This is an optimization exercise on Yosys and OpenROAD, whose aim is small area, not a production implementation. In this exercise RTL edits were held to simulation tests only and were not proved equivalent to the original. Power is estimated from default activity; no workload was simulated.

==> flow/design.v <==
module bin2sevenseg #(
  parameter int NDIG = 8
) (
  input  logic [4*NDIG-1:0] value,
  input  logic              neg,
  input  logic              err,
  output logic [7*NDIG-1:0] segs
);
  logic [NDIG:0] z;
  always_comb begin
    z[NDIG] = 1'b1;
    for (int k = NDIG - 1; k >= 0; k--)
      z[k] = z[k+1] && (value[4*k +: 4] == 4'd0);
    for (int k = 0; k < NDIG; k++) begin
      logic d3, d2, d1, d0, bl, mi;
      {d3, d2, d1, d0} = value[4*k +: 4];
      bl = (k == 0) ? 1'b0 : z[k];                            
      mi = (k == 0) ? 1'b0 : (neg && z[k] && (k == 1 || !z[k-1]));
      segs[7*k+0] = !bl && (d3 || d1 || !(d2 ^ d0));
      segs[7*k+1] = !bl && (!d2 || !(d1 ^ d0)) && !(k == 0 && err);
      segs[7*k+2] = !bl && (d2 || !d1 || d0) && !(k == 0 && err);
      segs[7*k+3] = !bl && (d3 || (!d2 && !d0) || (!d2 && d1) || (d1 && !d0) || (d2 && !d1 && d0));
      segs[7*k+4] = !bl && !d0 && (!d2 || d1);
      segs[7*k+5] = !bl && (d3 || (!d1 && !d0) || (d2 && !d1) || (d2 && !d0));
      segs[7*k+6] = (d3 || (d2 ^ d1) || (d1 && !d0)) || mi || (k == 0 && err);
    end
  end
endmodule
module bcd_add8 (
  input  logic [31:0] x,
  input  logic [31:0] y,
  input  logic        cin,
  output logic [31:0] s,
  output logic        cout
);
  always_comb begin
    logic c, cb;
    logic [4:0] t;
    logic k10;
    c = cin;
    for (int k = 0; k < 8; k++) begin
      cb = c;
      for (int i = 0; i < 4; i++) begin
        t[i] = x[4*k+i] ^ y[4*k+i] ^ cb;
        cb   = (x[4*k+i] & y[4*k+i]) | (cb & (x[4*k+i] ^ y[4*k+i]));
      end
      t[4] = cb;
      k10 = t[4] || (t[3] && (t[2] || t[1]));
      s[4*k+0] = t[0];
      s[4*k+1] = t[1] ^ k10;
      s[4*k+2] = t[2] ^ (k10 && !t[1]);
      s[4*k+3] = t[3] ^ (k10 && (t[1] || t[2]));
      c = k10;
    end
    cout = c;
  end
endmodule
module calculator_top (
  input  logic        clock,
  input  logic        reset,
  input  logic [3:0]  cmd,
  output logic [55:0] displays,
  output logic [1:0]  status,
  output logic [2:0]  EA,
  output logic [2:0]  PE
);
  localparam logic [2:0] ENTER_A = 3'd0;
  localparam logic [2:0] ENTER_B = 3'd1;
  localparam logic [2:0] CALC    = 3'd2;
  localparam logic [2:0] RESULT  = 3'd3;
  localparam logic [2:0] ERROR   = 3'd4;
  logic [2:0]  state, next;
  logic [3:0]  prev_x;
  logic [1:0]  op;           
  logic [31:0] r_val;        
  logic [31:0] b_val;        
  logic [31:0] m_val;        
  logic        sign;
  logic        cy;           
  logic [1:0]  ph;
  logic        fl;
  logic key_ok, is_digit, is_op, is_eq, is_clr;
  assign key_ok   = ((cmd ^ 4'd13) != prev_x) && (cmd != 4'd13);
  assign is_digit = key_ok && !(cmd[3] && (cmd[2] || cmd[1]));
  assign is_op    = key_ok && cmd[3] && (cmd[2] ? (cmd[1:0] == 2'b00) : cmd[1]);
  assign is_eq    = key_ok && (cmd == 4'd14);
  assign is_clr   = key_ok && (cmd == 4'd15);
  wire st_a    = (state == ENTER_A);
  wire st_b    = (state == ENTER_B);
  wire st_calc = (state == CALC);
  wire st_res  = (state == RESULT);
  wire st_err  = (state == ERROR);
  wire op_mul = !op[1];
  wire op_sub = op[1] && op[0];
  wire op_add = op[1] && !op[0];
  wire mul_act  = !(m_val[31] && m_val[30]);
  wire s0 = mul_act && (ph == 2'd0);
  wire s1 = mul_act && (ph == 2'd1);
  wire s2 = mul_act && (ph == 2'd2);
  wire mul_done = fl;
  wire [3:0] md = m_val[31:28];
  wire md_ge5 = md[3] || (md[2] && (md[1] || md[0]));
  wire md_is1 = (md == 4'd1), md_is3 = (md == 4'd3), md_is4 = (md == 4'd4);
  wire md_is6 = (md == 4'd6), md_is7 = (md == 4'd7);
  wire md_is8 = (md == 4'd8), md_is9 = (md == 4'd9);
  wire mul1 = (s0 && md_is1) || (s1 && (md_is3 || md_is6)) || (s2 && md_is8);
  wire mul2 = (s0 && !md_ge5 && (md[2] || md[1])) ||
              (s1 && (md_is4 || md_is7 || md_is8 || md_is9)) || (s2 && md_is9);
  wire mul5 = s0 && md_ge5;
  logic [31:0] b2, b5, r9;
  always_comb begin
    for (int k = 0; k < 8; k++) begin
      logic [3:0] c, l, r;
      logic ge5, lge5, odd;
      logic [2:0] h;
      c    = b_val[4*k +: 4];
      l    = (k == 0) ? 4'd0 : b_val[4*k-4 +: 4];
      ge5  = c[3] || (c[2] && (c[1] || c[0]));
      lge5 = l[3] || (l[2] && (l[1] || l[0]));
      b2[4*k+0] = lge5;
      b2[4*k+1] = c[0] ^ ge5;
      b2[4*k+2] = (c[1] && !c[2]) || (c[2] && c[1] && c[0]) || (c[3] && !c[0]);
      b2[4*k+3] = (c[2] && !c[1] && !c[0]) || (c[3] && c[0]);
      odd = c[0];
      h   = l[3:1];
      b5[4*k+0] = h[0] ^ odd;
      b5[4*k+1] = odd ? (h[0] ^ h[1]) : h[1];
      b5[4*k+2] = odd ? !(h[2] || (h[1] && h[0])) : h[2];
      b5[4*k+3] = odd && (h[2] || (h[1] && h[0]));
      r = r_val[4*k +: 4];
      r9[4*k+0] = !r[0];
      r9[4*k+1] = r[1];
      r9[4*k+2] = r[1] ^ r[2];
      r9[4*k+3] = !(r[3] || r[2] || r[1]);
    end
  end
  wire b2_ovf = b_val[31] || (b_val[30] && (b_val[29] || b_val[28]));
  wire b5_ovf = b_val[31] || b_val[30] || b_val[29];
  wire a_room = (r_val[31:28] == 4'd0);
  wire b_room = (b_val[31:28] == 4'd0);
  wire b_shift = st_b && is_digit && b_room;
  wire op_load = is_op && !st_calc;
  wire b_hold  = (st_b || st_calc) && !b_shift;
  logic xr, xr10, xr9, yd, yb, yb2, yb5, cin;
  always_comb begin
    xr = 1'b0; xr10 = 1'b0; xr9 = 1'b0;
    yd = 1'b0; yb = 1'b0; yb2 = 1'b0; yb5 = 1'b0; cin = 1'b0;
    if (!is_clr) begin
      case (state)
        ENTER_A: begin
          if (is_digit && a_room) begin xr10 = 1'b1; yd = 1'b1; end
          else xr = 1'b1;
        end
        ENTER_B: begin
          if (is_eq) begin
            xr = op_add; xr9 = op_sub; yb = !op_mul;
          end else xr = 1'b1;
        end
        CALC: begin
          if (op_add) xr = !cy;
          else if (op_sub) begin
            xr = cy; cin = cy; xr9 = !cy;
          end else begin
            xr10 = s0;
            xr   = !s0 && !(mul_done && cy);
            yb   = mul1; yb2 = mul2; yb5 = mul5;
          end
        end
        RESULT: begin
          if (is_digit) yd = 1'b1;
          else xr = 1'b1;
        end
        default: xr = 1'b1;    
      endcase
    end
  end
  logic [31:0] xv, yv, sum;
  logic        cout;
  assign xv = ({32{xr}} & r_val) | ({32{xr10}} & {r_val[27:0], 4'd0}) | ({32{xr9}} & r9);
  assign yv = ({32{yd}} & {28'd0, cmd}) | ({32{yb}} & b_val) | ({32{yb2}} & b2) | ({32{yb5}} & b5);
  bcd_add8 u_add (.x(xv), .y(yv), .cin(cin), .s(sum), .cout(cout));
  wire mul_ovf_step = cout || (s0 && !a_room) || (yb2 && b2_ovf) || (yb5 && b5_ovf);
  always_comb begin
    next = state;
    if (!reset || is_clr) begin
      next = ENTER_A;
    end else begin
      case (state)
        ENTER_A: if (is_op) next = ENTER_B;
        ENTER_B: if (is_eq) next = CALC;
        CALC: begin
          if (!op_mul)       next = (op_add && cy) ? ERROR : RESULT;
          else if (mul_done) next = cy ? ERROR : RESULT;
        end
        RESULT: begin
          if (is_digit)   next = ENTER_A;
          else if (is_op) next = ENTER_B;
        end
        ERROR:   next = ERROR;
        default: next = ENTER_A;
      endcase
    end
  end
  always_ff @(posedge clock or negedge reset) begin
    if (!reset) begin
      state    <= ENTER_A;
      prev_x   <= 4'd0;
      r_val    <= '0;
    end else begin
      state    <= next;
      prev_x   <= cmd ^ 4'd13;
      r_val    <= sum;
    end
  end
  always_ff @(posedge clock) begin
    if (st_calc && op_mul) cy <= cy || mul_ovf_step;
    else                   cy <= cout;
    sign <= (st_calc && op_sub && cy) || (!st_calc && sign);
    ph <= (!st_calc || ph == 2'd2) ? 2'd0 : ph + 2'd1;
    fl <= st_calc && (fl || (!mul_act && ph == 2'd2));
    m_val <= ({32{!st_calc}} & r_val) | ({32{st_calc && s2}} & {m_val[27:0], 4'hF})
           | ({32{st_calc && !s2}} & m_val);
    b_val <= ({32{b_shift}} & {b_val[27:0], cmd}) | ({32{b_hold}} & b_val);
    op <= op_load ? cmd[1:0] : (st_err ? 2'b00 : op);
  end
  logic [55:0] num_segs;
  bin2sevenseg u_conv (
    .value ((st_b || st_calc) ? b_val : r_val),
    .neg   (st_res && sign),
    .err   (st_err),
    .segs  (displays)
  );
  assign status = st_calc ? 2'b01 : st_err ? 2'b10 : 2'b00;
  assign EA = state;
  assign PE = next;
endmodule
clock: 50.0 ns
lec_check: 0
cap_margin: 20
core_margin: 2
core_utilization: 40
slew_margin: 20
standard.sh (not shown) runs the stock make flow with config.mk's settings and CLKGATE_MAP_FILE= SYNTH_SCRIPT=/design/flow/synth_recipe.tcl, a recipe that flattens the netlist after the stock synthesis.
==> flow/flow/run.sh <==
#!/bin/bash
# Layout flow: ORFS synthesis with an area-oriented ABC mapping (flow/area_synth.tcl,
# flow/area.abc), checked to leave the same registers (names and cell types) as the
# standard synthesis; then the standard layout with the smallest buffer on each port and
# a clock tree without dummy loads. Tool output: *.log here and orfs*/logs/.
set -euo pipefail
WORK=$(pwd)
RES=orfs/results/${FLOW_PLATFORM}/calculator_top/base
regs() { grep -E '^\s+sky130_fd_sc_hd__\S+ ' "$1" | awk '$1 ~ /__(df|edf|sdf|dl)/ {print $1, $2}' | sort; }

# 1. the standard synthesis, for its register list
bash standard.sh synth > std_synth.log 2>&1
regs $RES/1_2_yosys.v > regs_std.txt
mv orfs orfs_std

# 2. area-oriented synthesis
export AREA_ABC_SCRIPT=$WORK/flow/area.abc
bash standard.sh SYNTH_SCRIPT=$WORK/flow/area_synth.tcl ADDER_MAP_FILE= synth > area_synth.log 2>&1
regs $RES/1_2_yosys.v > regs_area.txt
if ! cmp -s regs_std.txt regs_area.txt || [ ! -s regs_std.txt ]; then
  echo "registers differ from the standard synthesis: using the standard netlist" | tee -a area_synth.log
  rm -rf orfs
  mv orfs_std orfs
fi

# 3. layout
bash standard.sh SYNTH_SCRIPT=$WORK/flow/area_synth.tcl ADDER_MAP_FILE= \
  "BUFFER_PORTS_ARGS=-buffer_cell sky130_fd_sc_hd__buf_1" \
  "CTS_ARGS=-sink_clustering_enable -repair_clock_nets -buf_list sky130_fd_sc_hd__clkbuf_8 -sink_clustering_size 10 -sink_clustering_max_diameter 40 -dont_use_dummy_load" \
  CAP_MARGIN=0 SLEW_MARGIN=0 finish > layout.log 2>&1
==> flow/flow/area.abc <==
strash
&get -n
&deepsyn -T 30
&put
dch -f
amap
topo
==> flow/flow/area_synth.tcl <==
proc synth {args} { yosys synth -nofsm -noshare {*}$args }
# Area mapping: the standard synthesis script with ABC given flow/area.abc.
# Technology mapping with an area-oriented ABC script in place of the standard one.
proc abc {args} {
  set i [lsearch -exact $args -script]
  if { $i >= 0 } { lset args [expr { $i + 1 }] $::env(AREA_ABC_SCRIPT) }
  set j [lsearch -exact $args -D]
  if { $j >= 0 } { set args [lreplace $args $j [expr { $j + 1 }]] }
  yosys abc {*}$args
}
source $::env(SCRIPTS_DIR)/synth.tcl
# left out here: clear keep_hierarchy, flatten, clean up, hide names made inside functions, write 1_2_yosys.v
The starting point produced a clean layout.
Next try:
--- a/flow/flow/run.sh
+++ b/flow/flow/run.sh
@@ -30 +30 @@
-  CAP_MARGIN=0 SLEW_MARGIN=0 finish > layout.log 2>&1
+  "PLACE_PINS_ARGS=-exclude left:* -exclude right:*" CORE_UTILIZATION=60 finish > layout.log 2>&1
Worst setup slack degrades by 270 ps. Total power climbs by about 1%. Area after synthesis does not change. Global-route usage climbs by 11 points. Worst hold slack degrades by 7.9 ps. Wire length drops by about 2%. Sequential power hardly moves. Non-clock buffer count climbs by 1. Die area drops by about 32%. Fmax drops by 1.1%.
Next try:
--- a/flow/flow/run.sh
+++ b/flow/flow/run.sh
@@ -30 +30 @@
-  "PLACE_PINS_ARGS=-exclude left:* -exclude right:*" CORE_UTILIZATION=60 finish > layout.log 2>&1
+  finish > layout.log 2>&1
==> flow/flow/area_synth.tcl (replaced) <==
proc synth {args} { yosys synth -nofsm -noshare {*}$args }
# Area mapping: the standard synthesis script, with ABC run on an area-oriented
# script (flow/area.abc) under a few random seeds, keeping the smallest result.
proc abc {args} {
  set i [lsearch -exact $args -script]
  set j [lsearch -exact $args -D]
  if { $j >= 0 } { set args [lreplace $args $j [expr { $j + 1 }]] }
  set i [lsearch -exact $args -script]
  set lib [lindex $args [expr { [lsearch -exact $args -liberty] + 1 }]]
  set base [read [open $::env(AREA_ABC_SCRIPT)]]
  yosys design -save abc_in
  set best_area 1e30
  foreach seed {0 1 2 3} {
    yosys design -load abc_in
    set f $::env(RESULTS_DIR)/area_seed$seed.abc
    set fh [open $f w]
    puts -nonewline $fh [string map [list "&deepsyn -T 30" "&deepsyn -T 30 -S $seed"] $base]
    close $fh
    lset args [expr { $i + 1 }] $f
    yosys abc {*}$args
    set st [tee -q -s result.string stat -liberty $lib]
    set area 1e30
    regexp {Chip area for module '[^']+': ([0-9.]+)} $st -> area
    puts "area mapping with seed $seed: $area"
    if { $area < $best_area } {
      set best_area $area
      yosys design -save abc_best
    }
  }
  yosys design -load abc_best
  puts "area mapping kept: $best_area"
}
source $::env(SCRIPTS_DIR)/synth.tcl
# left out here: clear keep_hierarchy, flatten, clean up, hide names made inside functions, write 1_2_yosys.v
Result:
- The changed run completed with no timing, DRC or antenna violations
- global-route usage went down by 10 points
- sequential power is lower by about 7%
- total power falls by 7.0%
- via count went up by 0.60%
- non-clock buffer count grows by 5
- clock power rose by about 4%

==> static timing again, ports no longer ideal <==
The flow's constraints put no driver on any port. The routed layouts listed below were extracted and timed again, unchanged, in two steps. Step 1 (the two cells are an assumption about what drives the block):
set clk [get_ports {clock}]
set_driving_cell -lib_cell sky130_fd_sc_hd__clkbuf_16 $clk
set_driving_cell -lib_cell sky130_fd_sc_hd__buf_2 [delete_from_list [all_inputs] $clk]
Step 2 times the ports against the registers' clock, not the clock port: input delays grow and output delays shrink by t, the midpoint of the rising clock arrivals with the driver on. Three values: ideal ports, drivers, drivers and shift; two values: the first two.
run | t, ns | setup WS [ns] | latest minus earliest clock arrival (ns) | worst slew at a driven data input, ns
the first run | 0.416 | 25.124 / 25.138 / 24.722 | 0.028 / 0.028 | 0.03
the second run | 0.422 | 24.855 / 24.865 / 24.443 | 0.033 / 0.033 | 0.03
the third run | 0.426 | 25.701 / 25.709 / 25.282 | 0.033 / 0.033 | 0.03
After both steps setup and hold are still met in every run listed. The setup slack of the third run, which loses most, moves by +0.008 ns with the drivers and by -0.419 ns with both steps.
